Context: an optimization exercise on an open-source flow, tuned for small area and a short achievable clock period. The choices shown serve that exercise and are no tape-out recipe.
At most, simulation tests tie the RTL to the original design; equivalence was not proved.
Function not checked in run 1: the RTL went through the layout flow alone.

==> flow/design.v (outline; a module is shown in full before it is edited, if it fits) <==
// module imu_fp: 1992 lines
// module imu_fa: 4 lines
// module imu_ha: 4 lines
module imu_fp (
  input  logic        clk,
  input  logic        rst,
  input  logic [31:0] value,
  input  logic [31:0] row,
  output logic [31:0] data
);
  // ...
==> flow/flow/run.sh <==
#!/bin/bash
# The standard layout (the standard.sh, unchanged), with the port
# buffers that global placement inserts made plain buffers (buf_2) instead of
# the library's default pick, a delay cell.
set -euo pipefail
export BUFFER_PORTS_ARGS="-buffer_cell sky130_fd_sc_hd__buf_2"
bash standard.sh finish > standard_flow.log 2>&1
==> flow/standard.sh <==
#!/bin/bash
# synth_recipe.tcl (not shown) runs the flow's synth.tcl, then flattens the netlist and writes it again
# the make line also repeats each setting of config.mk as NAME=value (left out here)
make -C /OpenROAD-flow-scripts/flow DESIGN_CONFIG=/design/flow/config.mk WORK_HOME=/design/flow/orfs CLKGATE_MAP_FILE= SYNTH_SCRIPT=/design/flow/synth_recipe.tcl "${@:-finish}"
==> flow/config.mk <==
export PLATFORM = sky130hd
export DESIGN_NAME = imu_fp
export DESIGN_NICKNAME = imu_fp
export VERILOG_FILES = /design/flow/design.v
export SDC_FILE = /design/flow/constraint.sdc
export NUM_CORES = 4
export LEC_CHECK = 0
export ABC_AREA = 1
export CAP_MARGIN = 20
export CORE_MARGIN = 2
export CORE_UTILIZATION = 60
export CTS_BUF_LIST = sky130_fd_sc_hd__clkbuf_4 sky130_fd_sc_hd__clkbuf_8
export SETUP_SLACK_MARGIN = 4
export SLEW_MARGIN = 20
export SYNTH_HIERARCHICAL = 1
==> flow/constraint.sdc <==
create_clock -name core_clock -period 13.0 [get_ports {clk}]
set_input_delay 2.6000 -clock core_clock [delete_from_list [all_inputs] [get_ports {clk}]]
set_output_delay 2.6000 -clock core_clock [all_outputs]
set_load 0.01 [all_outputs]
==> impl_metrics.yaml, run 1 <==
worst_hold_path:
  hp-start: "value[31]"
  min_path_type: "input port to flip-flop"
finish:
  mostFrequentLayoutCells: "xor2_1, nand2_1, fa_1"
  largestClassByArea: "multi-input gates"
  nNonClkBuffers: 138
  layout.nets: 2496
  design_area_sq_um: 17900
  seq_cell_count: 32
  inverters: 197
  final_cells: 2370
clock_tree:
  cts_sinks: 32
  cts_made_buffers: 5
detailed_routing:
  wl_met1_microns: 22100
  wire_per_inst_microns: 23.2
  drt-initial-drc-count: 1503
  routed.top_layer: "met4"
run:
  cap_violations: 0
critical_path:
  cp.required_ns: 13.18
  cp.buffers_inverters: 4
  cp_max_fo: 30
  critPathKind: "input port to flip-flop"
global_route:
  grt_util_met3: 0.0628
  grt_use_total: 0.372
  top_usage_layer: "met2"
  grt_max_degree: 31
  antenna_found_initial: 0
logic_synthesis:
  synth-xor-area-share: 0.165
  synthCells: 2008
  yosys-top-cells-count: "xor2_1, nand2_1, o22ai_1, fa_1, inv_1"
  yosys.area_share.simple: 0.150
  synth_top_area_share: 0.314
sta:
  setup_slack_ns: 4.18
  hold_violations: 0
run_status:
  status: "no timing/DRC/antenna violations"
==> run 2: changes to the inputs <==
--- a/flow/design.v
+++ b/flow/design.v
@@ -1618,41 +1618,18 @@
   assign ta[44] = c616;
   assign tb[44] = s617;
   assign ta[45] = c618;
   assign tb[45] = s619;
   assign ta[46] = c620;
   assign tb[46] = s621;
   assign ta[47] = c622;
   assign tb[47] = s623;
-  imu_ha u_h23 (.a(ta[23]), .b(tb[23]), .s(hx[0]), .co(hy[0]));
-  imu_ha u_h24 (.a(ta[24]), .b(tb[24]), .s(hx[1]), .co(hy[1]));
-  imu_ha u_h25 (.a(ta[25]), .b(tb[25]), .s(hx[2]), .co(hy[2]));
-  imu_ha u_h26 (.a(ta[26]), .b(tb[26]), .s(hx[3]), .co(hy[3]));
-  imu_ha u_h27 (.a(ta[27]), .b(tb[27]), .s(hx[4]), .co(hy[4]));
-  imu_ha u_h28 (.a(ta[28]), .b(tb[28]), .s(hx[5]), .co(hy[5]));
-  imu_ha u_h29 (.a(ta[29]), .b(tb[29]), .s(hx[6]), .co(hy[6]));
-  imu_ha u_h30 (.a(ta[30]), .b(tb[30]), .s(hx[7]), .co(hy[7]));
-  imu_ha u_h31 (.a(ta[31]), .b(tb[31]), .s(hx[8]), .co(hy[8]));
-  imu_ha u_h32 (.a(ta[32]), .b(tb[32]), .s(hx[9]), .co(hy[9]));
-  imu_ha u_h33 (.a(ta[33]), .b(tb[33]), .s(hx[10]), .co(hy[10]));
-  imu_ha u_h34 (.a(ta[34]), .b(tb[34]), .s(hx[11]), .co(hy[11]));
-  imu_ha u_h35 (.a(ta[35]), .b(tb[35]), .s(hx[12]), .co(hy[12]));
-  imu_ha u_h36 (.a(ta[36]), .b(tb[36]), .s(hx[13]), .co(hy[13]));
-  imu_ha u_h37 (.a(ta[37]), .b(tb[37]), .s(hx[14]), .co(hy[14]));
-  imu_ha u_h38 (.a(ta[38]), .b(tb[38]), .s(hx[15]), .co(hy[15]));
-  imu_ha u_h39 (.a(ta[39]), .b(tb[39]), .s(hx[16]), .co(hy[16]));
-  imu_ha u_h40 (.a(ta[40]), .b(tb[40]), .s(hx[17]), .co(hy[17]));
-  imu_ha u_h41 (.a(ta[41]), .b(tb[41]), .s(hx[18]), .co(hy[18]));
-  imu_ha u_h42 (.a(ta[42]), .b(tb[42]), .s(hx[19]), .co(hy[19]));
-  imu_ha u_h43 (.a(ta[43]), .b(tb[43]), .s(hx[20]), .co(hy[20]));
-  imu_ha u_h44 (.a(ta[44]), .b(tb[44]), .s(hx[21]), .co(hy[21]));
-  imu_ha u_h45 (.a(ta[45]), .b(tb[45]), .s(hx[22]), .co(hy[22]));
-  imu_ha u_h46 (.a(ta[46]), .b(tb[46]), .s(hx[23]), .co(hy[23]));
-  assign hx[24] = ta[47] ^ tb[47];
+  assign hx = ta[47:23] ^ tb[47:23];
+  assign hy = ta[46:23] & tb[46:23];
   assign ux = hx[24:1];
   assign uy = hy[23:0];
   imu_ha u_u0 (.a(ux[0]), .b(uy[0]), .s(upp[0]), .co(ug[0]));
   imu_ha u_u1 (.a(ux[1]), .b(uy[1]), .s(upp[1]), .co(ug[1]));
   imu_ha u_u2 (.a(ux[2]), .b(uy[2]), .s(upp[2]), .co(ug[2]));
   imu_ha u_u3 (.a(ux[3]), .b(uy[3]), .s(upp[3]), .co(ug[3]));
   imu_ha u_u4 (.a(ux[4]), .b(uy[4]), .s(upp[4]), .co(ug[4]));
   imu_ha u_u5 (.a(ux[5]), .b(uy[5]), .s(upp[5]), .co(ug[5]));
--- a/flow/config.mk
+++ b/flow/config.mk
@@ -5,11 +5,11 @@
 export SDC_FILE = /design/flow/constraint.sdc
 export NUM_CORES = 4
 export LEC_CHECK = 0
 export ABC_AREA = 1
 export CAP_MARGIN = 20
 export CORE_MARGIN = 2
 export CORE_UTILIZATION = 60
 export CTS_BUF_LIST = sky130_fd_sc_hd__clkbuf_4 sky130_fd_sc_hd__clkbuf_8
-export SETUP_SLACK_MARGIN = 4
+export SETUP_SLACK_MARGIN = 4.5
 export SLEW_MARGIN = 20
 export SYNTH_HIERARCHICAL = 1
==> run 2 against run 1 <==
  * Non-clock buffer count up 15
  * Hold slack worse by 0.0083 ns
  * Count of clock-buffer cells in the layout is 1 higher
  * Core utilization rose by 4.6 points
  * Critical path depth stayed put
  * Die area is 1.5% lower
  * Final area increased by 6.1%
  * First-iteration DRC count up 36%
  * Setup slack improved by 0.42 ns
  * Synthesized cell count down 2.6%
==> impl_metrics.yaml, run 2 <==
sta:
  final-max-slew-violation-count: 0
  worstMarginPinSlew_ns: 0.987
  period_share: 0.646
  whs_ns: 2.48
  setup_tns_ns: 0
  min_period_ns: 8.40
  hold_violations: 0
  finalSetupViolations: 0
  maxSlewHeadroom: 0.336
  fmaxAchievable_mhz: 119
  rsz0062_at_grt: "true"
global_route:
  overflow: 0
  grt_pass1_vias: 14800
  grt_use_total: 0.382
  grt_pass1_wl_microns: 83600
  antenna_found_initial: 1
  grt_max_degree: 33
logic_synthesis:
  synth_area_sq_um: 16300
  synth.distinct_cells: 53
  synth_most_common_cell: "xor2_1"
  synth_top_area_share: 0.319
  synthTopCellsByArea: "fa_1, xor2_1, ha_1"
  ys_seq_elements: 32
  yosys-top-cells-count: "xor2_1, nand2_1, o22ai_1, fa_1, inv_1"
  syn_area_per_cell_sq_um: 8.32
  synth-edff-count: 0
  ys_async_sr_fraction: 0
  seq_area_frac_synth: 0.0394
  synth_flop_cell: "dfxtp_1"
  synthCells: 1955
  yosysTopAreaCell: "fa_1"
  yosysWarningCount: 7
detailed_routing:
  ant_nets: 0
  vias: 15600
  drt-initial-drc-count: 2041
  drc: 0
  wl_microns: 59100
  first_pass_iters: 6
  wire_per_inst_microns: 25.2
  routed_via_density: 6.66
place:
  port_buffers: 97
  gp_congestion: 0.935
  dp_hpwl_microns: 39300
clock_tree:
  ctsRootBufferMaster: "clkbuf_8"
  cts_sinks: 32
  cts_buffer_depth: 2
  cts_tree: "yes"
  cts_hold_buffers: 0
  cts_made_buffers: 5
  clkTransAtPathRegs_ns: 0.07
  htreeDepth: 2
finish:
  final_common_cell: "xor2_1"
  drive_gt1_frac: 0.201
  max_flop_register: "data_q"
  reg.largest.list: "data_q x32"
  area_delta_synth_final_pct: 16.5
  mostFrequentLayoutCells: "xor2_1, o22ai_1, fa_1"
  largest_reg_flops: 32
  layout.nets: 2473
floorplan:
  core_sq_um: 26800
  start_util: 0.607
  num_io_pins: 98
  die-area_sq_um: 28500
  die_h_microns: 169
  rows: 60
  fp.dieW_microns: 169
critical_path:
  cpPeakStageDelay_ns: 0.52
  crit_slowest_cell: "fa_1"
  critPathKind: "input port to flip-flop"
  end_kind: "flip-flop"
  arrival_ns: 8.65
  cp.required_ns: 13.25
  cp_max_fo: 24
  cp-start-kind: "input port"
  cp_common_cell: "fa_1"
run:
  cap_violations: 0
run_status:
  status: "no timing/DRC/antenna violations"
worst_hold_path:
  min_path_type: "input port to flip-flop"
==> run 2: changes by cell type after synthesis, sizes merged, moves of 2 or more <==
cell,delta
nand2,-24
nand3,-18
clkbuf,-11
buf,+10
inv,-10
xor2,+8
a21oi,+5
clkinv,-3
nor2,-3
a211oi,-2
a31oi,+2
nand3b,-2
nand4,-2
o311ai,+2
==> run 2: cell families (layout without fill, tap and decap cells) <==
kind of cell / count (synthesis) / after routing / share of synthesized area
simple gates: 482 / 493 / 0.133
compound gates: 399 / 399 / 0.149
buf+inv: 318 / 356 / 0.0760
xor+xnor: 320 / 320 / 0.174
flops: 32 / 32 / 0.0394
other cells: 2 / 5 / 0.000462
fa+ha+maj: 402 / 402 / 0.429
==> run 2: per-module statistics from Yosys (local to each module, per instance) <==
| module | cells inside | times used | flip-flops and latches |
|---|---|---|---|
| imu_fa | 1 | 258 | 0 |
| imu_ha | 1 | 93 | 0 |
| imu_fp | 1604 | 1 | 32 |
==> run 2: cell type report <==
type                       instances  area, sq um
antenna                            1         2.50
clock buffer                       7         96.3
clock inverter                     1         30.0
fill                            2142         7840
inverter                         182          772
multi-input combinational       1618        15600
sequential                        32          641
tap                              341          427
timing repair buffer             153         1340
timing repair inverter            13         85.1
==> run 2: timing repair <==
| action | in CTS | in global routing |
|---|---|---|
| pin swaps | 9 | 62 |
| buffers inserted | 7 | 29 |
| endpoints found under the setup margin | 31 | 31 |
| resized for setup | 132 | 178 |
| cloned | 11 | 21 |
| hold endpoints to repair | 0 | 0 |
==> run 2: worst max-delay path, delay by kind of cell <==
kind	cells	cell delay [ns]
adder cells (fa/ha/maj)	7	3.03
AND/OR/NAND/NOR	13	1.39
AO/OA/AOI/OAI	4	0.76
buffers and inverters	4	0.60
XOR/XNOR	1	0.24
==> run 2: worst paths after layout <==
path | from | endpoint | slack, ns | cells after the start
worst max-delay path | row[11] | data_q[21]$_SDFF_PP0_ | 4.60 | 29
worst min-delay path | row[31] | data_q[31]$_SDFF_PP0_ | 2.48 | 2
==> run 2: metal layers <==
layer | global-route usage | wire [microns] | vias to the layer above
met3 | 0.0692 | 6700 | 285
met5 | 0 | 0 | -
met1 | 0.499 | 21600 | 7566
li1 | - | - | 6649
met2 | 0.620 | 27100 | 1126
met4 | 0.174 | 3710 | 0
==> run 2: per-stage QoR <==
step | utilization | area [sq um] | setup slack (ns) | instances
after global routing | 0.707 | 19000 | 4.42 | 2347
after floorplan | - | 16300 | 4.50 | 1957
final | 0.708 | 19000 | 4.60 | 2348
after detailed placement | 0.624 | 16700 | 2.68 | 2271
after global placement | 0.624 | 16700 | 2.78 | 2271
after CTS | 0.654 | 17500 | 4.49 | 2297
==> run 3: changes to the inputs <==
--- a/flow/config.mk
+++ b/flow/config.mk
@@ -10,6 +10,6 @@
 export CORE_MARGIN = 2
 export CORE_UTILIZATION = 60
 export CTS_BUF_LIST = sky130_fd_sc_hd__clkbuf_4 sky130_fd_sc_hd__clkbuf_8
-export SETUP_SLACK_MARGIN = 4.5
+export SETUP_SLACK_MARGIN = 3.5
 export SLEW_MARGIN = 20
 export SYNTH_HIERARCHICAL = 1
==> run 3 against run 2 <==
  * Sequential share of layout area up 0.38 points
  * Flip-flop and latch count unchanged
  * Global-route usage down 1.5 points
  * Via count down 5.9%
  * Die area unchanged
  * Cell count down 2.8%
  * Non-clock buffer count down 42
==> impl_metrics.yaml, run 3 <==
detailed_routing:
  first_pass_iters: 6
  drt-initial-drc-count: 1514
  vias: 14700
  routed_via_density: 6.44
  drc: 0
  wl_microns: 52600
  wire_per_inst_microns: 23.1
  ant_nets: 0
floorplan:
  start_util: 0.607
  fp.dieW_microns: 169
  core_sq_um: 26800
  rows: 60
  num_io_pins: 98
  die-area_sq_um: 28500
  die_h_microns: 169
logic_synthesis:
  synthTopCellsByArea: "fa_1, xor2_1, ha_1"
  seq_area_frac_synth: 0.0394
  yosys-top-cells-count: "xor2_1, nand2_1, o22ai_1, fa_1, inv_1"
  synth-edff-count: 0
  synth.distinct_cells: 53
  ys_seq_elements: 32
  synth_most_common_cell: "xor2_1"
  yosysWarningCount: 7
  synth_top_area_share: 0.319
  ys_async_sr_fraction: 0
  synth_flop_cell: "dfxtp_1"
  synthCells: 1955
  yosysTopAreaCell: "fa_1"
  synth_area_sq_um: 16300
  syn_area_per_cell_sq_um: 8.32
critical_path:
  cp_common_cell: "fa_1"
  cp-start-kind: "input port"
  end_kind: "flip-flop"
  crit_slowest_cell: "fa_1"
  cp_max_fo: 44
  cpPeakStageDelay_ns: 0.53
  cp.required_ns: 13.18
  arrival_ns: 9.37
  critPathKind: "input port to flip-flop"
run_status:
  status: "no timing/DRC/antenna violations"
place:
  dp_hpwl_microns: 39300
  port_buffers: 97
  gp_congestion: 0.935
  place_ws_ns: 2.68
sta:
  setup_slack_ns: 3.81
  rsz0062_at_grt: "false"
  worstMarginPinSlew_ns: 1.16
  finalSetupViolations: 0
  fmaxAchievable_mhz: 109
  final-max-slew-violation-count: 0
  maxSlewHeadroom: 0.225
  hold_violations: 0
  setup_tns_ns: 0
  min_period_ns: 9.19
  period_share: 0.707
clock_tree:
  cts_buffer_depth: 2
  cts_tree: "yes"
  cts_sinks: 32
  htreeDepth: 2
  cts_made_buffers: 5
  cts_hold_buffers: 0
  ctsRootBufferMaster: "clkbuf_8"
  clkTransAtPathRegs_ns: 0.07
finish:
  area_delta_synth_final_pct: 4.78
  mostFrequentLayoutCells: "xor2_1, o22ai_1, fa_1"
  max_flop_register: "data_q"
  reg.largest.list: "data_q x32"
  final_common_cell: "xor2_1"
  drive_gt1_frac: 0.111
  utilization: 0.636
  largest_reg_flops: 32
  layout.nets: 2409
  diodes: 0
worst_hold_path:
  min_path_type: "input port to flip-flop"
global_route:
  overflow: 0
  antenna_found_initial: 0
  grt_use_total: 0.367
  grt_pass1_vias: 14500
  grt_pass1_wl_microns: 80900
  grt_max_degree: 45
run:
  cap_violations: 0
run 3: cell count changes in the layout (fill, tap and decap cells not counted), moves of 17 or more:
cell,change
ha_1,+20
buf_4,-20
o22ai_1,+20
fa_2,-21
clkinvlp_4,-20
fa_1,+21
ha_4,-19
nand2_1,+19
o22ai_2,-17
run 3: timing repair:
action | in CTS | in global routing
gates cloned | 0 | 2
resized for setup | 15 | 33
endpoints found under the hold margin | 0 | 0
endpoints found under the setup margin | 31 | 31
setup buffers | 0 | 2
run 3: worst max-delay path: cells and delay by family:
| kind | cells | cell delay, ns |
|---|---|---|
| simple gates | 12 | 1.79 |
| fa+ha+maj | 7 | 3.04 |
| buf+inv | 4 | 0.89 |
| compound gates | 4 | 0.71 |
| xor+xnor | 1 | 0.27 |
run 3: layer usage:
layer | global-route usage | vias to the layer above | share of wire
li1 | - | 6490 | -
met1 | 0.475 | 7208 | 0.39
met2 | 0.602 | 837 | 0.47
met3 | 0.0631 | 165 | 0.088
met4 | 0.175 | 0 | 0.050
met5 | 0 | - | 0
run 3: cell families (layout without fill, tap and decap cells):
logic type / Yosys count / after routing / share of synthesized area
fa+ha+maj: 402 / 402 / 0.429
buf+inv: 318 / 303 / 0.0760
xor+xnor: 320 / 320 / 0.174
other cells: 2 / 4 / 0.000462
flops: 32 / 32 / 0.0394
compound gates: 399 / 399 / 0.149
simple gates: 482 / 482 / 0.133
run 3: final cells by class:
type / count / area (sq um)
Multi-Input combinational cell: 1607 / 14500
Sequential cell: 32 / 641
Timing Repair inverter: 2 / 12.5
Tap cell: 341 / 427
Clock buffer: 7 / 96.3
Timing Repair Buffer: 111 / 638
Inverter: 182 / 702
Fill cell: 2422 / 9750
Clock inverter: 1 / 30.0
run 3: worst paths after layout:
path  slack (ns)  depth (start not counted)     from                     to
min         2.49                          2  row[31]  data_q[31]$_SDFF_PP0_
max         3.81                         28   row[7]   data_q[8]$_SDFF_PP0_
run 3: metrics by stage:
step           hold slack (ns)  std cells  instance area [sq um]
4_1_cts                   2.48       2279                  16900
3_3_place_gp              2.80       2271                  16700
6_report                  2.49       2283                  17000
2_1_floorplan             2.69       1957                  16300
5_1_grt                   2.48       2283                  17000
3_5_place_dp              2.80       2271                  16700
run 3: per-module statistics from Yosys (local to each module, per instance):
module	cells	copies in the design	flip-flops and latches
imu_fa	1	258	0
imu_fp	1604	1	32
imu_ha	1	93	0
==> run 4: changes to the inputs <==
--- a/flow/config.mk
+++ b/flow/config.mk
@@ -10,6 +10,7 @@
 export CORE_MARGIN = 2
 export CORE_UTILIZATION = 60
 export CTS_BUF_LIST = sky130_fd_sc_hd__clkbuf_4 sky130_fd_sc_hd__clkbuf_8
-export SETUP_SLACK_MARGIN = 3.5
+export GPL_ROUTABILITY_DRIVEN = 0
+export SETUP_SLACK_MARGIN = 4
 export SLEW_MARGIN = 20
 export SYNTH_HIERARCHICAL = 1
==> run 4 against run 3 <==
  * Die area unchanged
  * Count of clock-buffer cells in the layout decreased by 1
  * Hold slack worse by 0.0031 ns
  * Critical path type unchanged
  * Still clean on timing, DRC and antenna
  * Final area is 1.6% higher
  * Sequential share of layout area fell by 0.059 points
  * Flip-flop and latch count unchanged
  * Largest cell class unchanged
  * Setup slack better by 0.39 ns
==> impl_metrics.yaml, run 4 <==
logic_synthesis:
  yosysWarningCount: 7
  synth_top_area_share: 0.319
  synth-edff-count: 0
  synthTopCellsByArea: "fa_1, xor2_1, ha_1"
  synth.distinct_cells: 53
  syn_area_per_cell_sq_um: 8.32
  ys_seq_elements: 32
  synth_most_common_cell: "xor2_1"
  synth_area_sq_um: 16300
  seq_area_frac_synth: 0.0394
  synth_flop_cell: "dfxtp_1"
  yosys-top-cells-count: "xor2_1, nand2_1, o22ai_1, fa_1, inv_1"
  ys_async_sr_fraction: 0
  yosysTopAreaCell: "fa_1"
  synthCells: 1955
sta:
  maxSlewHeadroom: 0.269
  worstMarginPinSlew_ns: 1.09
  finalSetupViolations: 0
  rsz0062_at_grt: "false"
  final-max-slew-violation-count: 0
  fmaxAchievable_mhz: 114
  setup_tns_ns: 0
  period_share: 0.677
  min_period_ns: 8.80
  hold_violations: 0
clock_tree:
  cts_buffer_depth: 2
  cts_sinks: 32
  cts_made_buffers: 5
  cts_tree: "yes"
  clkTransAtPathRegs_ns: 0.07
  htreeDepth: 2
  cts_hold_buffers: 0
  ctsRootBufferMaster: "clkbuf_8"
detailed_routing:
  drc: 0
  vias: 14700
  drt-initial-drc-count: 1486
  routed.top_layer: "met4"
  wl_met3_microns: 4290
  wl_met2_microns: 24900
  wl_met1_microns: 20800
  first_pass_iters: 5
  ant_nets: 0
  routed_via_density: 6.39
  wire_per_inst_microns: 23.1
  wl_microns: 52900
finish:
  layout.nets: 2419
  diodes: 0
  area_delta_synth_final_pct: 6.45
  final_cells: 2293
  final_common_cell: "xor2_1"
  max_flop_register: "data_q"
  mostFrequentLayoutCells: "xor2_1, o22ai_1, fa_1"
  design_area_sq_um: 17300
  reg.largest.list: "data_q x32"
  drive_gt1_frac: 0.124
  largest_reg_flops: 32
global_route:
  grt_use_total: 0.369
  grt_pass1_vias: 14700
  grt_max_degree: 33
  antenna_found_initial: 0
  grt_pass1_wl_microns: 81600
  overflow: 0
floorplan:
  rows: 60
  num_io_pins: 98
  fp.dieW_microns: 169
  die-area_sq_um: 28500
  die_h_microns: 169
  start_util: 0.607
  core_sq_um: 26800
critical_path:
  end_kind: "flip-flop"
  cp.required_ns: 13.18
  critPathKind: "input port to flip-flop"
  cp-start-kind: "input port"
  arrival_ns: 8.99
  cp_max_fo: 28
place:
  dp_hpwl_microns: 39100
  postPlaceCellArea_sq_um: 16800
  port_buffers: 97
  dp_cells: 2275
run:
  cap_violations: 0
run_status:
  status: "no timing/DRC/antenna violations"
worst_hold_path:
  min_path_type: "input port to flip-flop"
[run 4: cell count changes in the layout (fill, tap and decap cells not counted), sizes merged]
cell and delta:
buf +5, inv -1, clkinv -2, clkbuf -1, clkinvlp +7, nand2 +3
bufinv -1
[run 4: cell type report]
type / instances / area [sq um]
clock buffer: 6 / 82.6
clock inverter: 2 / 15.0
fill: 2364 / 9480
inverter: 182 / 718
multi-input combinational: 1610 / 14700
sequential: 32 / 641
tap: 341 / 427
timing repair buffer: 116 / 714
timing repair inverter: 4 / 25.0
[run 4: layer usage]
layer  vias to the layer above  GRT usage
li1                       6516          -
met1                      7178      0.474
met2                       791      0.609
met3                       166     0.0636
met4                         0      0.174
met5                         -          0
[run 4: worst max-delay path, stage by stage]
cell and delay [ns]:
buf_2 0.10, buf_6 0.21, inv_1 0.16, ha_1 0.28
clkinvlp_2 0.64, o22ai_1 0.39, inv_1 0.08, fa_1 0.41
fa_1 0.58, fa_1 0.44, fa_1 0.60, ha_1 0.25
ha_1 0.42, a21oi_1 0.23, o21ai_0 0.12, a31oi_2 0.23
nand2_4 0.12, a21oi_4 0.18, nand3_4 0.19, nand3_2 0.14
nand2_1 0.12, a21oi_4 0.33, nand2_1 0.10
[run 4: through the flow]
step	utilization	hold slack [ns]	setup WS [ns]
after floorplan	-	2.69	4.50
after global placement	0.625	2.80	2.93
after detailed placement	0.625	2.80	2.80
after CTS	0.638	2.48	4.02
after global routing	0.646	2.48	3.96
final	0.646	2.48	4.20
[run 4: path summary, 6_finish.rpt]
path                start                    end  slack, ns  depth (start not counted)
setup / recovery  row[21]  data_q[23]$_SDFF_PP0_       4.20                         23
hold / removal    row[31]  data_q[31]$_SDFF_PP0_       2.48                          2
[run 4: kinds of logic (layout without fill, tap and decap cells)]
kind of cell | count (synthesis) | count (layout) | share of synthesized area
other cells | 2 | 4 | 0.000462
simple gates | 482 | 485 | 0.133
xor+xnor | 320 | 320 | 0.174
fa+ha+maj | 402 | 402 | 0.429
compound gates | 399 | 399 | 0.149
buf+inv | 318 | 310 | 0.0760
flops | 32 | 32 | 0.0394
[run 4: Yosys stat by module (local to each module, per instance)]
module,copies in the design,flip-flops and latches
imu_ha,93,0
imu_fp,1,32
imu_fa,258,0
[run 4: timing repair]
| item | in CTS | in global routing |
|---|---|---|
| pin swaps | 1 | 6 |
| gates cloned | 3 | 4 |
| setup buffers | 3 | 0 |
| resized for setup | 54 | 47 |
| endpoints found under the setup margin | 31 | 31 |
==> run 5: changes to the inputs <==
--- a/flow/config.mk
+++ b/flow/config.mk
@@ -6,11 +6,10 @@
 export NUM_CORES = 4
 export LEC_CHECK = 0
 export ABC_AREA = 1
-export CAP_MARGIN = 20
+export CAP_MARGIN = 10
 export CORE_MARGIN = 2
 export CORE_UTILIZATION = 60
 export CTS_BUF_LIST = sky130_fd_sc_hd__clkbuf_4 sky130_fd_sc_hd__clkbuf_8
-export GPL_ROUTABILITY_DRIVEN = 0
 export SETUP_SLACK_MARGIN = 4
-export SLEW_MARGIN = 20
+export SLEW_MARGIN = 10
 export SYNTH_HIERARCHICAL = 1
==> run 5 against run 4 <==
  * Flip-flop and latch count unchanged
  * Hold slack gained 0.0035 ns
  * Sequential share of layout area hardly changed
  * First-iteration DRC count increased by 8.5%
  * Setup slack improved by 0.072 ns
  * Core utilization is 0.17 points higher
==> impl_metrics.yaml, run 5 <==
finish:
  drive_gt1_frac: 0.124
  largest_reg_flops: 32
  area_delta_synth_final_pct: 6.73
  max_flop_register: "data_q"
  final_common_cell: "xor2_1"
  design_area_sq_um: 17400
  final_cells: 2291
  diodes: 0
  reg.largest.list: "data_q x32"
  layout.nets: 2417
  mostFrequentLayoutCells: "xor2_1, o22ai_1, fa_1"
logic_synthesis:
  yosys-top-cells-count: "xor2_1, nand2_1, o22ai_1, fa_1, inv_1"
  synthTopCellsByArea: "fa_1, xor2_1, ha_1"
  synth.distinct_cells: 53
  synth_compound_area_frac: 0.149
  ys_async_sr_fraction: 0
  synth_most_common_cell: "xor2_1"
  syn_area_per_cell_sq_um: 8.32
  synth_top_family_by_area: "adder cells"
  synth_area_sq_um: 16300
  synth_top_area_share: 0.319
  synth_flop_cell: "dfxtp_1"
  yosysTopAreaCell: "fa_1"
  synthCells: 1955
  synth-xor-area-share: 0.174
  synthAdderAreaFrac: 0.429
  synth-edff-count: 0
  ys_seq_elements: 32
  yosysWarningCount: 7
  yosys.area_share.simple: 0.133
  synthMuxAreaShare: 0
  seq_area_frac_synth: 0.0394
sta:
  final-max-slew-violation-count: 0
  setup_tns_ns: 0
  hold_violations: 0
  rsz0062_at_grt: "false"
  whs_ns: 2.49
  maxSlewHeadroom: 0.269
  fmaxAchievable_mhz: 115
  min_period_ns: 8.73
  period_share: 0.672
  worstMarginPinSlew_ns: 1.09
  setup_slack_ns: 4.27
  finalSetupViolations: 0
critical_path:
  critPathKind: "input port to flip-flop"
  cp_max_fo: 30
  cpPeakStageDelay_ns: 0.53
  crit_family: "adder cells"
  cp-start-kind: "input port"
  end_kind: "flip-flop"
  cp_common_cell: "fa_1"
  arrival_ns: 8.91
  cp.buffers_inverters: 4
  cp.required_ns: 13.18
  crit_slowest_cell: "fa_1"
place:
  place_ws_ns: 2.68
  port_buffers: 97
  dp_cells: 2271
  gp_congestion: 0.935
  postPlaceCellArea_sq_um: 16700
  dp_hpwl_microns: 39300
floorplan:
  core_sq_um: 26800
  num_io_pins: 98
  fp.dieW_microns: 169
  rows: 60
  die_h_microns: 169
  start_util: 0.607
  die-area_sq_um: 28500
clock_tree:
  cts_sinks: 32
  ctsRootBufferMaster: "clkbuf_8"
  clkTransAtPathRegs_ns: 0.07
  htreeDepth: 2
  cts_hold_buffers: 0
  cts_made_buffers: 5
  cts_tree: "yes"
  cts_buffer_depth: 2
detailed_routing:
  wire_per_inst_microns: 23.3
  drt-initial-drc-count: 1612
  routed_via_density: 6.45
  vias: 14800
  first_pass_iters: 6
  wl_microns: 53400
  ant_nets: 0
  drc: 0
global_route:
  antenna_found_initial: 0
  grt_use_total: 0.373
  grt_pass1_wl_microns: 81800
  grt_pass1_vias: 14600
  grt_max_degree: 33
  overflow: 0
run_status:
  status: "no timing/DRC/antenna violations"
worst_hold_path:
  min_path_type: "input port to flip-flop"
run:
  cap_violations: 0
## run 5: path summary, 6_finish.rpt
check / startpoint / to / slack (ns) / cells past startpoint
min: row[31] / data_q[31]$_SDFF_PP0_ / 2.49 / 2
max: row[7] / data_q[8]$_SDFF_PP0_ / 4.27 / 28
## run 5: layout make-up
type | instances | area [sq um]
Clock buffer | 7 | 96.3
Tap cell | 341 | 427
Clock inverter | 1 | 30.0
Fill cell | 2378 | 9430
Inverter | 182 | 732
Timing Repair inverter | 3 | 22.5
Timing Repair Buffer | 116 | 763
Sequential cell | 32 | 641
Multi-Input combinational cell | 1609 | 14700
## run 5: repair_timing
item                       4_1_cts  5_1_grt
resized for setup               49       64
buffers inserted                 2        5
setup endpoints to repair       31       31
cloned                           4        1
pin swaps                        1        4
## run 5: through the flow
stage               utilization
detailed placement        0.624
finish                    0.648
CTS                       0.638
global placement          0.624
floorplan                     -
global route              0.648
## run 5: per-module statistics from Yosys (local to each module, per instance)
module | flip-flops and latches | cells inside | copies in the design | area [sq um]
imu_fp | 32 | 1604 | 1 | 9940
imu_fa | 0 | 1 | 258 | 20.0
imu_ha | 0 | 1 | 93 | 12.5
## run 5: logic make-up (layout without fill, tap and decap cells)
logic type | count (synthesis) | in the layout
flops | 32 | 32
compound gates | 399 | 399
other cells | 2 | 4
simple gates | 482 | 484
buf+inv | 318 | 309
fa+ha+maj | 402 | 402
xor+xnor | 320 | 320
## run 5: routing by layer
metal  track usage  routed length (microns)  share of wire  vias to the layer above
met5             0                        0              0                        -
met4         0.183                     2720          0.051                        0
met3        0.0683                     4830          0.090                      152
met2         0.602                    25100           0.47                      812
met1         0.484                    20800           0.39                     7302
li1              -                        -              -                     6521
==> run 6: changes to the inputs <==
--- a/flow/config.mk
+++ b/flow/config.mk
@@ -6,10 +6,10 @@
 export NUM_CORES = 4
 export LEC_CHECK = 0
 export ABC_AREA = 1
-export CAP_MARGIN = 10
+export CAP_MARGIN = 20
 export CORE_MARGIN = 2
 export CORE_UTILIZATION = 60
 export CTS_BUF_LIST = sky130_fd_sc_hd__clkbuf_4 sky130_fd_sc_hd__clkbuf_8
-export SETUP_SLACK_MARGIN = 4
-export SLEW_MARGIN = 10
+export SETUP_SLACK_MARGIN = 4.2
+export SLEW_MARGIN = 20
 export SYNTH_HIERARCHICAL = 1
==> run 6 against run 5 <==
  * Via count is 1.3% higher
  * Largest cell class unchanged
  * Synthesized cell count stayed put
  * Still clean
  * Critical endpoint is now data_q[21]$_SDFF_PP0_
  * Critical path type unchanged
  * First-iteration DRC count is 7.9% higher
==> impl_metrics.yaml, run 6 <==
critical_path:
  cp_common_cell: "fa_1"
  cpPeakStageDelay_ns: 0.53
  cp.required_ns: 13.24
  cp-start-kind: "input port"
  arrival_ns: 8.91
  end_kind: "flip-flop"
  crit_slowest_cell: "fa_1"
  cp_max_fo: 30
  critPathKind: "input port to flip-flop"
worst_hold_path:
  holdPathStages: 2
  min_path_type: "input port to flip-flop"
  hp-start: "row[31]"
  holdPathEnd: "data_q[31]$_SDFF_PP0_"
global_route:
  overflow: 0
  grt_use_total: 0.374
  grt_max_degree: 33
  grt_pass1_wl_microns: 82100
  antenna_found_initial: 0
  grt_pass1_vias: 14600
finish:
  mostFrequentLayoutCells: "xor2_1, o22ai_1, fa_1"
  area_delta_synth_final_pct: 9.52
  final_common_cell: "xor2_1"
  reg.largest.list: "data_q x32"
  max_flop_register: "data_q"
  drive_gt1_frac: 0.148
  layout.nets: 2436
  largest_reg_flops: 32
  diodes: 0
clock_tree:
  cts_buffer_depth: 2
  cts_tree: "yes"
  cts_made_buffers: 5
  cts_sinks: 32
  htreeDepth: 2
  clkTransAtPathRegs_ns: 0.07
  ctsRootBufferMaster: "clkbuf_8"
sta:
  fmaxAchievable_mhz: 115
  finalSetupViolations: 0
  hold_violations: 0
  setup_tns_ns: 0
  min_period_ns: 8.67
  maxSlewHeadroom: 0.339
  worstMarginPinSlew_ns: 0.982
  setup_slack_ns: 4.33
  period_share: 0.667
  rsz0062_at_grt: "true"
  final-max-slew-violation-count: 0
logic_synthesis:
  syn_area_per_cell_sq_um: 8.32
  synth_flop_cell: "dfxtp_1"
  ys_async_sr_fraction: 0
  synth_most_common_cell: "xor2_1"
  synth-edff-count: 0
  yosys-top-cells-count: "xor2_1, nand2_1, o22ai_1, fa_1, inv_1"
  synth_area_sq_um: 16300
  synthCells: 1955
  yosysTopAreaCell: "fa_1"
  synthTopCellsByArea: "fa_1, xor2_1, ha_1"
  seq_area_frac_synth: 0.0394
  yosysWarningCount: 7
  ys_seq_elements: 32
  synth_top_area_share: 0.319
  synth.distinct_cells: 53
detailed_routing:
  routed_via_density: 6.49
  ant_nets: 0
  drc: 0
  wire_per_inst_microns: 24.1
  wl_microns: 55600
  vias: 15000
  first_pass_iters: 5
  drt-initial-drc-count: 1740
place:
  place_ws_ns: 2.68
  dp_hpwl_microns: 39300
  port_buffers: 97
  gp_congestion: 0.935
floorplan:
  fp.dieW_microns: 169
  num_io_pins: 98
  rows: 60
  core_sq_um: 26800
  die_h_microns: 169
  die-area_sq_um: 28500
  start_util: 0.607
run_status:
  status: "no timing/DRC/antenna violations"
run:
  cap_violations: 0
[run 6: cell counts after synthesis]
No cell type changed its count.
[run 6: worst max-delay path: cells and delay by family]
kind	cells	cell delay [ns]
AO/OA/AOI/OAI	4	0.75
XOR/XNOR	1	0.26
buffers and inverters	4	0.76
adder cells (fa/ha/maj)	7	2.99
AND/OR/NAND/NOR	13	1.48
[run 6: how the worst max path moves through the flow]
stage | start | end | slack [ns] | cells after the start
finish | row[7] | data_q[21]$_SDFF_PP0_ | 4.33 | 29
global route | row[13] | data_q[29]$_SDFF_PP0_ | 4.15 | 28
CTS | row[1] | data_q[15]$_SDFF_PP0_ | 4.22 | 26
detailed placement | row[7] | data_q[18]$_SDFF_PP0_ | 2.68 | 27
global placement | row[3] | data_q[18]$_SDFF_PP0_ | 2.78 | 27
floorplan | row[9] | data_q[3]$_SDFF_PP0_ | 4.50 | 28
[run 6: through the flow]
step	cells	utilization	hold WS, ns	area (sq um)
2_1_floorplan	1957	-	2.69	16300
3_3_place_gp	2271	0.624	2.80	16700
3_5_place_dp	2271	0.624	2.80	16700
4_1_cts	2288	0.642	2.48	17200
5_1_grt	2310	0.665	2.48	17800
6_report	2310	0.665	2.49	17800
[run 6: kinds of logic (layout without fill, tap and decap cells)]
logic type,Yosys count,in the layout,synth area share
fa+ha+maj,402,402,0.429
other cells,2,4,0.000462
buf+inv,318,321,0.0760
xor+xnor,320,320,0.174
compound gates,399,399,0.149
flops,32,32,0.0394
simple gates,482,491,0.133
[run 6: final cells by class]
cell class              instances  area, sq um
repair buffers                123          881
clock inverters                 1         30.0
inverters                     182          757
repair inverters                8         47.5
multi-input cells            1616        14900
clock buffers                   7         96.3
flip-flops and latches         32          641
fillers                      2315         8980
well taps                     341          427
[run 6: modules after synthesis, one instance, submodules excluded]
module | cells inside | cell area, sq um | copies in the design
imu_fa | 1 | 20.0 | 258
imu_fp | 1604 | 9940 | 1
imu_ha | 1 | 12.5 | 93
[run 6: layer usage]
layer | share of wire | up-vias | track usage
li1 | - | 6558 | -
met1 | 0.38 | 7327 | 0.487
met2 | 0.46 | 913 | 0.607
met3 | 0.11 | 184 | 0.0708
met4 | 0.052 | 0 | 0.176
met5 | 0 | - | 0
[run 6: what timing repair did]
action / in CTS / in global routing
hold buffers: 0 / 0
setup endpoints to repair: 31 / 31
pin swaps: 2 / 24
gates cloned: 5 / 13
hold endpoints to repair: 0 / 0
resized for setup: 77 / 99
setup buffers: 4 / 9
==> run 7: changes to the inputs <==
--- a/flow/config.mk
+++ b/flow/config.mk
@@ -10,6 +10,6 @@
 export CORE_MARGIN = 2
 export CORE_UTILIZATION = 60
 export CTS_BUF_LIST = sky130_fd_sc_hd__clkbuf_4 sky130_fd_sc_hd__clkbuf_8
-export SETUP_SLACK_MARGIN = 4.2
+export SETUP_SLACK_MARGIN = 3.9
 export SLEW_MARGIN = 20
 export SYNTH_HIERARCHICAL = 1
==> run 7 against run 6 <==
  * Global-route usage decreased by 0.50 points
  * Count of clock-buffer cells in the layout unchanged
  * Via count decreased by 1.7%
  * Synthesized area unchanged
  * Flip-flop and latch count unchanged
  * Die area unchanged
  * Setup slack got worse by 0.17 ns
==> impl_metrics.yaml, run 7 <==
critical_path:
  cp-start-kind: "input port"
  critPathKind: "input port to flip-flop"
  crit_path_start: "row[7]"
  cp.required_ns: 13.18
  arrival_ns: 9.02
  cp_max_fo: 30
  end_kind: "flip-flop"
logic_synthesis:
  ys_seq_elements: 32
  synth_flop_cell: "dfxtp_1"
  yosysWarningCount: 7
  synthTopCellsByArea: "fa_1, xor2_1, ha_1"
  synth_top_area_share: 0.319
  syn_area_per_cell_sq_um: 8.32
  synth.distinct_cells: 53
  seq_area_frac_synth: 0.0394
  yosysTopAreaCell: "fa_1"
  synth_most_common_cell: "xor2_1"
  synth_area_sq_um: 16300
  synth-edff-count: 0
  synthCells: 1955
  ys_async_sr_fraction: 0
  yosys-top-cells-count: "xor2_1, nand2_1, o22ai_1, fa_1, inv_1"
sta:
  rsz0062_at_grt: "true"
  min_period_ns: 8.84
  worstMarginPinSlew_ns: 1.15
  setup_tns_ns: 0
  maxSlewHeadroom: 0.233
  setup_slack_ns: 4.16
  whs_ns: 2.49
  period_share: 0.680
  final-max-slew-violation-count: 0
  fmaxAchievable_mhz: 113
  finalSetupViolations: 0
  hold_violations: 0
place:
  dp_hpwl_microns: 39300
  gp_congestion: 0.935
  place_ws_ns: 2.68
  port_buffers: 97
global_route:
  antenna_found_initial: 0
  overflow: 0
  grt_pass1_vias: 14600
  grt_max_degree: 45
  grt_use_total: 0.369
  grt_pass1_wl_microns: 81200
clock_tree:
  cts_tree: "yes"
  cts_made_buffers: 5
  cts_buffer_depth: 2
  htreeDepth: 2
  clkTransAtPathRegs_ns: 0.07
  cts_sinks: 32
  ctsRootBufferMaster: "clkbuf_8"
detailed_routing:
  drt-initial-drc-count: 1537
  wl_microns: 53400
  ant_nets: 0
  wire_per_inst_microns: 23.4
  drc: 0
  routed_via_density: 6.44
  first_pass_iters: 6
  vias: 14700
floorplan:
  rows: 60
  fp.dieW_microns: 169
  die-area_sq_um: 28500
  start_util: 0.607
  core_sq_um: 26800
  num_io_pins: 98
  die_h_microns: 169
finish:
  layout.nets: 2413
  largest_reg_flops: 32
  final_common_cell: "xor2_1"
  drive_gt1_frac: 0.121
  reg.largest.list: "data_q x32"
  utilization: 0.644
  mostFrequentLayoutCells: "xor2_1, o22ai_1, fa_1"
  diodes: 0
  final.fill_count: 2389
  area_delta_synth_final_pct: 6.10
  max_flop_register: "data_q"
run_status:
  status: "no timing/DRC/antenna violations"
worst_hold_path:
  min_path_type: "input port to flip-flop"
  hp-start: "row[31]"
run:
  cap_violations: 0
==> run 7: cell types whose count changed in the layout (fill, tap and decap cells not counted), sizes merged <==
cell | previous run | this run
clkinvlp | 23 | 12
buf | 122 | 110
inv | 162 | 172
nor2 | 107 | 106
clkbuf | 8 | 9
clkinv | 5 | 1
nand2 | 288 | 282
==> run 7: cell type report <==
cell class                 instances  area [sq um]  share of cell area
clock buffer                       7          96.3             0.00558
clock inverter                     1          30.0             0.00174
inverter                         182           723              0.0419
multi-input combinational       1609         14600               0.848
sequential                        32           641              0.0371
tap                              341           427              0.0247
timing repair buffer             112           686              0.0397
timing repair inverter             3          20.0             0.00116
==> run 7: per-module statistics from Yosys (local to each module, per instance) <==
module / flops+latches / cell area (sq um) / cells inside
imu_fp: 32 / 9940 / 1604
imu_fa: 0 / 20.0 / 1
imu_ha: 0 / 12.5 / 1
==> run 7: repair_timing <==
action                                 CTS  global route
gates resized for setup                 43            50
hold buffers                             0             0
endpoints found under the hold margin    0             0
setup endpoints to repair               31            31
gates cloned                             2             3
pin swaps                                0             5
buffers inserted                         2             1
==> run 7: critical path, stage by stage <==
cell,delay (ns)
buf_8,0.25
inv_1,0.24
nand2_2,0.19
nand2_4,0.14
buf_4,0.23
o22ai_1,0.20
xor2_1,0.25
fa_1,0.49
fa_1,0.48
fa_1,0.43
fa_1,0.53
fa_1,0.41
ha_1,0.29
ha_1,0.39
a21oi_1,0.21
o21ai_2,0.13
nand2_2,0.10
nand3_4,0.11
nand2_2,0.11
nand2_4,0.09
a21oi_4,0.21
nand3_4,0.21
nand2_8,0.20
nand2_1,0.08
nand2_2,0.10
inv_2,0.07
nand2_8,0.18
nor2_2,0.06
==> run 7: path summary, 6_finish.rpt <==
path / end / slack (ns) / cells after the start
max: data_q[8]$_SDFF_PP0_ / 4.16 / 28
min: data_q[31]$_SDFF_PP0_ / 2.49 / 2
==> run 7: logic make-up (layout without fill, tap and decap cells) <==
group	count (synthesis)	in the layout	share of synthesized area
other	2	4	0.000462
xor gates and xnor gates	320	320	0.174
and+or+nand+nor	482	484	0.133
adders and majority gates	402	402	0.429
DFF	32	32	0.0394
AOI/OAI and AO/OA	399	399	0.149
buffers and inverters	318	305	0.0760
==> run 7: per-layer routing <==
metal | wire, microns | vias to the layer above | GRT usage
li1 | - | 6509 | -
met1 | 20600 | 7224 | 0.475
met2 | 25000 | 830 | 0.600
met3 | 5000 | 160 | 0.0685
met4 | 2790 | 0 | 0.185
met5 | 0 | - | 0
==> run 7: metrics by stage <==
step	std cells	instance area, sq um
2_1_floorplan	1957	16300
3_3_place_gp	2271	16700
3_5_place_dp	2271	16700
4_1_cts	2283	17000
5_1_grt	2287	17300
6_report	2287	17300
==> run 8: changes to the inputs <==
--- a/flow/config.mk
+++ b/flow/config.mk
@@ -10,6 +10,6 @@
 export CORE_MARGIN = 2
 export CORE_UTILIZATION = 60
 export CTS_BUF_LIST = sky130_fd_sc_hd__clkbuf_4 sky130_fd_sc_hd__clkbuf_8
-export SETUP_SLACK_MARGIN = 3.9
+export SETUP_SLACK_MARGIN = 4.1
 export SLEW_MARGIN = 20
 export SYNTH_HIERARCHICAL = 1
==> run 8 against run 7 <==
  * Still clean on timing, DRC and antenna
  * Wire length grew 2.4%
  * Global-route usage is 0.38 points higher
  * Non-clock buffer count up 4
  * Core utilization grew 1.2 points
  * Synthesized cell count did not move
  * Hold slack got worse by 0.0026 ns
  * Largest cell class unchanged
  * Highest routed layer unchanged
==> impl_metrics.yaml, run 8 <==
finish:
  mostFrequentLayoutCells: "xor2_1, o22ai_1, fa_1"
  final_cells: 2299
  layout.nets: 2425
  final_common_cell: "xor2_1"
  reg.largest.list: "data_q x32"
  diodes: 0
  largest_reg_flops: 32
  drive_gt1_frac: 0.137
  multi_input_area_sq_um: 14800
  area_delta_synth_final_pct: 8.07
  register_area_sq_um: 641
  max_flop_register: "data_q"
  final.fill_count: 2348
sta:
  min_period_ns: 8.71
  hold_violations: 0
  finalSetupViolations: 0
  setup_tns_ns: 0
  maxSlewHeadroom: 0.324
  rsz0062_at_grt: "false"
  fmaxAchievable_mhz: 115
  period_share: 0.670
  final-max-slew-violation-count: 0
  worstMarginPinSlew_ns: 1.00
place:
  dp_cells: 2271
  dp_hpwl_microns: 39300
  gp_congestion: 0.935
  port_buffers: 97
floorplan:
  die-area_sq_um: 28500
  core_sq_um: 26800
  rows: 60
  num_io_pins: 98
  fp.dieW_microns: 169
  start_util: 0.607
  die_h_microns: 169
global_route:
  grt_pass1_vias: 14600
  grt_pass1_wl_microns: 81800
  grt_max_degree: 33
  grt_use_total: 0.373
  overflow: 0
  antenna_found_initial: 0
clock_tree:
  cts_tree: "yes"
  htreeDepth: 2
  clkTransAtPathRegs_ns: 0.08
  cts_hold_buffers: 0
  cts_buffer_depth: 2
  ctsRootBufferMaster: "clkbuf_8"
  cts_made_buffers: 5
  cts_sinks: 32
logic_synthesis:
  ys_seq_elements: 32
  synth_area_sq_um: 16300
  syn_area_per_cell_sq_um: 8.32
  synthCells: 1955
  synth.distinct_cells: 53
  yosys-top-cells-count: "xor2_1, nand2_1, o22ai_1, fa_1, inv_1"
  yosysTopAreaCell: "fa_1"
  yosysWarningCount: 7
  synth-edff-count: 0
  synth_most_common_cell: "xor2_1"
  seq_area_frac_synth: 0.0394
  synth_flop_cell: "dfxtp_1"
  ys_async_sr_fraction: 0
  synth_top_area_share: 0.319
  synthTopCellsByArea: "fa_1, xor2_1, ha_1"
critical_path:
  cpPeakStageDelay_ns: 0.54
  cp-start-kind: "input port"
  cp_max_fo: 30
  critPathKind: "input port to flip-flop"
  crit_slowest_cell: "fa_1"
  cp.required_ns: 13.19
  end_kind: "flip-flop"
  arrival_ns: 8.90
detailed_routing:
  drt-initial-drc-count: 1771
  drc: 0
  first_pass_iters: 6
  ant_nets: 0
  vias: 14900
  wl_microns: 54700
  routed_via_density: 6.46
  wire_per_inst_microns: 23.8
worst_hold_path:
  holdPathEnd: "data_q[31]$_SDFF_PP0_"
  holdPathStages: 2
  min_path_type: "input port to flip-flop"
  hp-start: "row[31]"
run:
  cap_violations: 0
run_status:
  status: "no timing/DRC/antenna violations"
==> run 8: cell counts after synthesis <==
Identical to the previous run, type by type.
==> run 8: worst max path at each step <==
| stage | start | endpoint | slack, ns | cells after the start |
|---|---|---|---|---|
| finish | row[7] | data_q[17]$_SDFF_PP0_ | 4.29 | 29 |
| global route | row[11] | data_q[18]$_SDFF_PP0_ | 4.07 | 32 |
| CTS | row[11] | data_q[22]$_SDFF_PP0_ | 4.10 | 30 |
| detailed placement | row[7] | data_q[18]$_SDFF_PP0_ | 2.68 | 27 |
| global placement | row[3] | data_q[18]$_SDFF_PP0_ | 2.78 | 27 |
| floorplan | row[9] | data_q[3]$_SDFF_PP0_ | 4.50 | 28 |
==> run 8: worst max-delay path: cells and delay by family <==
family | cells | cell delay, ns
XOR/XNOR | 1 | 0.26
AND/OR/NAND/NOR | 14 | 1.62
adder cells (fa/ha/maj) | 7 | 3.06
buffers and inverters | 4 | 0.74
AO/OA/AOI/OAI | 3 | 0.56
==> run 8: per-layer routing <==
layer / up-vias / global-route usage / wire (microns)
met4: 0 / 0.178 / 2740
li1: 6543 / - / -
met3: 161 / 0.0666 / 5240
met5: - / 0 / 0
met2: 877 / 0.604 / 25500
met1: 7270 / 0.488 / 21200
==> run 8: repair_timing <==
item	CTS	global route
pin swaps	1	13
buffers inserted	4	2
cloned	4	10
gates resized for setup	58	89
endpoints found under the setup margin	31	31
==> run 8: area by class of cell <==
class,instances,area share
Inverter,182,0.0424
Clock buffer,7,0.00548
Timing Repair Buffer,116,0.0452
Sequential cell,32,0.0364
Multi-Input combinational cell,1614,0.842
Tap cell,341,0.0243
Clock inverter,1,0.00171
Timing Repair inverter,6,0.00213
==> run 8: logic make-up (layout without fill, tap and decap cells) <==
group,Yosys count,in the layout,synth area share
AND/OR/NAND/NOR,482,489,0.133
adder cells (fa/ha/maj),402,402,0.429
AO/OA/AOI/OAI,399,399,0.149
XOR/XNOR,320,320,0.174
buffers and inverters,318,312,0.0760
flip-flops,32,32,0.0394
other,2,4,0.000462
==> run 8: per-module statistics from Yosys, one instance, submodules excluded <==
module | cell area, sq um | cells inside | flip-flops and latches | copies in the design
imu_fp | 9940 | 1604 | 32 | 1
imu_fa | 20.0 | 1 | 0 | 258
imu_ha | 12.5 | 1 | 0 | 93
==> run 8: through the flow <==
stage	hold WS [ns]	util	cell area, sq um	setup WS (ns)
final	2.48	0.656	17600	4.29
after floorplan	2.69	-	16300	4.50
after global placement	2.80	0.624	16700	2.78
after CTS	2.48	0.640	17100	4.10
after global routing	2.48	0.656	17600	4.07
after detailed placement	2.80	0.624	16700	2.68
==> run 9: changes to the inputs <==
--- a/flow/config.mk
+++ b/flow/config.mk
@@ -10,6 +10,6 @@
 export CORE_MARGIN = 2
 export CORE_UTILIZATION = 60
 export CTS_BUF_LIST = sky130_fd_sc_hd__clkbuf_4 sky130_fd_sc_hd__clkbuf_8
-export SETUP_SLACK_MARGIN = 4.1
+export SETUP_SLACK_MARGIN = 4
 export SLEW_MARGIN = 20
 export SYNTH_HIERARCHICAL = 1
==> run 9 against run 8 <==
  * Non-clock buffer count unchanged
  * Critical path depth down 1
  * Setup slack worse by 0.022 ns
  * Flip-flop and latch count unchanged
  * Cell count down 0.35%
  * Wire length down 2.4%
  * Count of clock-buffer cells in the layout unchanged
  * Global-route usage down 0.066 points
  * Still clean
==> impl_metrics.yaml, run 9 <==
run_status:
  status: "no timing/DRC/antenna violations"
worst_hold_path:
  holdPathEnd: "data_q[31]$_SDFF_PP0_"
  min_path_type: "input port to flip-flop"
  hp-start: "row[31]"
  holdPathStages: 2
finish:
  max_flop_register: "data_q"
  mostFrequentLayoutCells: "xor2_1, o22ai_1, fa_1"
  drive_gt1_frac: 0.124
  area_delta_synth_final_pct: 6.73
  utilization: 0.648
  largest_reg_flops: 32
  final.fill_count: 2378
  final_common_cell: "xor2_1"
  reg.largest.list: "data_q x32"
  layout.nets: 2417
  diodes: 0
global_route:
  grt_max_degree: 33
  grt_use_total: 0.373
  overflow: 0
  antenna_found_initial: 0
  grt_pass1_wl_microns: 81800
  grt_pass1_vias: 14600
clock_tree:
  cts_buffer_depth: 2
  cts_made_buffers: 5
  cts_sinks: 32
  clkTransAtPathRegs_ns: 0.07
  cts_tree: "yes"
  cts_hold_buffers: 0
  ctsRootBufferMaster: "clkbuf_8"
  htreeDepth: 2
sta:
  rsz0062_at_grt: "false"
  min_period_ns: 8.73
  worstMarginPinSlew_ns: 1.09
  hold_violations: 0
  setup_tns_ns: 0
  maxSlewHeadroom: 0.269
  period_share: 0.672
  finalSetupViolations: 0
  whs_ns: 2.49
  fmaxAchievable_mhz: 115
  final-max-slew-violation-count: 0
critical_path:
  cp_common_cell: "fa_1"
  cp.buffers_inverters: 4
  critPathKind: "input port to flip-flop"
  arrival_ns: 8.91
  cpPeakStageDelay_ns: 0.53
  cp.required_ns: 13.18
  cp_max_fo: 30
  cp-start-kind: "input port"
  end_kind: "flip-flop"
  crit_slowest_cell: "fa_1"
  crit_family: "adder cells"
detailed_routing:
  wire_per_inst_microns: 23.3
  routed_via_density: 6.45
  wl_microns: 53400
  first_pass_iters: 6
  drc: 0
  vias: 14800
  drt-initial-drc-count: 1612
  ant_nets: 0
logic_synthesis:
  synth_compound_area_frac: 0.149
  synth.distinct_cells: 53
  ys_async_sr_fraction: 0
  syn_area_per_cell_sq_um: 8.32
  yosysTopAreaCell: "fa_1"
  synth_top_area_share: 0.319
  yosys.area_share.simple: 0.133
  seq_area_frac_synth: 0.0394
  synth_most_common_cell: "xor2_1"
  synth-edff-count: 0
  synthCells: 1955
  synth_top_family_by_area: "adder cells"
  yosys-top-cells-count: "xor2_1, nand2_1, o22ai_1, fa_1, inv_1"
  ys_seq_elements: 32
  synthTopCellsByArea: "fa_1, xor2_1, ha_1"
  yosysWarningCount: 7
  synth_flop_cell: "dfxtp_1"
  synthMuxAreaShare: 0
  synthAdderAreaFrac: 0.429
  synth_area_sq_um: 16300
  synth-xor-area-share: 0.174
floorplan:
  num_io_pins: 98
  start_util: 0.607
  core_sq_um: 26800
  die-area_sq_um: 28500
  rows: 60
  fp.dieW_microns: 169
  die_h_microns: 169
place:
  port_buffers: 97
  gp_congestion: 0.935
  dp_hpwl_microns: 39300
run:
  cap_violations: 0
[run 9: changes by cell type in the layout (fill, tap and decap cells not counted), sizes merged]
| cell | previous run | this run |
|---|---|---|
| inv | 166 | 169 |
| nand2 | 286 | 282 |
| clkinvlp | 19 | 14 |
| clkinv | 3 | 2 |
| nor2 | 107 | 106 |
[run 9: cells by family after synthesis]
group | Yosys count
fa+ha+maj | 402
buf+inv | 318
simple gates | 482
flops | 32
other cells | 2
compound gates | 399
xor+xnor | 320
[run 9: per-module statistics from Yosys, one instance, submodules excluded]
module	flip-flops and latches	area (sq um)	cells
imu_fa	0	20.0	1
imu_ha	0	12.5	1
imu_fp	32	9940	1604
[run 9: routing by layer]
metal  share of wire  global-route usage  up-vias  wire length [microns]
met2            0.47               0.602      812                  25100
li1                -                   -     6521                      -
met3           0.090              0.0683      152                   4830
met5               0                   0        -                      0
met1            0.39               0.484     7302                  20800
met4           0.051               0.183        0                   2720
[run 9: repair_timing]
action	4_1_cts	5_1_grt
setup buffers	2	5
pin swaps	1	4
cloned	4	1
setup endpoints to repair	31	31
resized for setup	49	64
[run 9: area by class of cell]
cell class / count / area [sq um] / share of cell area
sequential: 32 / 641 / 0.0369
tap: 341 / 427 / 0.0246
clock buffer: 7 / 96.3 / 0.00555
clock inverter: 1 / 30.0 / 0.00173
inverter: 182 / 732 / 0.0421
timing repair inverter: 3 / 22.5 / 0.00130
multi-input combinational: 1609 / 14700 / 0.844
timing repair buffer: 116 / 763 / 0.0439
[run 9: through the flow]
stage	instances	cell area (sq um)	setup WS, ns
after detailed placement	2271	16700	2.68
after global placement	2271	16700	2.78
final	2291	17400	4.27
after CTS	2285	17100	4.07
after global routing	2291	17400	4.00
after floorplan	1957	16300	4.50
[run 9: worst max-delay path by stage]
stage / from / depth (start not counted) / endpoint / slack, ns
4_1_cts: row[1] / 26 / data_q[2]$_SDFF_PP0_ / 4.07
3_5_place_dp: row[7] / 27 / data_q[18]$_SDFF_PP0_ / 2.68
2_1_floorplan: row[9] / 28 / data_q[3]$_SDFF_PP0_ / 4.50
5_1_grt: row[9] / 30 / data_q[18]$_SDFF_PP0_ / 4.00
6_report: row[7] / 28 / data_q[8]$_SDFF_PP0_ / 4.27
3_3_place_gp: row[3] / 27 / data_q[18]$_SDFF_PP0_ / 2.78

## what the ideal ports hide
In the flow no input, the clock included, has a driving cell. The finished layouts below were timed again as built, in two steps.
Step 1 sets driving cells, clkbuf_16 on the clock port and buf_2 on the other inputs (assumed; they add their load-dependent delay and slew).
Step 2 times the ports against the registers' clock, not the clock port: input delays grow and output delays shrink by t, the midpoint of the rising clock arrivals with the driver on.
a / b / c = ideal / step 1 / step 2; a / b = the first two.
| run | t (ns) | slack for setup (ns) | worst hold slack (ns) | slew at the worst register clock pin (ns) |
|---|---|---|---|---|
| run 1 | 0.324 | 4.177 / 4.189 / 3.865 | 2.493 / 2.498 / 2.822 | 0.08 / 0.08 |
| run 2 | 0.325 | 4.600 / 4.450 / 4.125 | 2.485 / 2.477 / 2.802 | 0.07 / 0.07 |
| run 3 | 0.325 | 3.811 / 3.791 / 3.467 | 2.486 / 2.478 / 2.802 | 0.07 / 0.07 |
| run 4 | 0.328 | 4.198 / 4.175 / 3.848 | 2.483 / 2.477 / 2.805 | 0.08 / 0.08 |
| run 5 | 0.324 | 4.270 / 4.225 / 3.901 | 2.486 / 2.478 / 2.802 | 0.07 / 0.07 |
| run 6 | 0.323 | 4.331 / 4.266 / 3.944 | 2.488 / 2.480 / 2.803 | 0.07 / 0.07 |
| run 7 | 0.323 | 4.163 / 4.130 / 3.807 | 2.488 / 2.479 / 2.802 | 0.07 / 0.07 |
| run 8 | 0.324 | 4.292 / 4.246 / 3.922 | 2.485 / 2.477 / 2.801 | 0.08 / 0.08 |
| run 9 | 0.324 | 4.270 / 4.225 / 3.901 | 2.486 / 2.478 / 2.802 | 0.07 / 0.07 |
After both steps setup and hold are still met in every run listed. For run 2, which loses most, drivers alone change the setup slack by -0.150 ns; drivers and shift together by -0.475 ns.
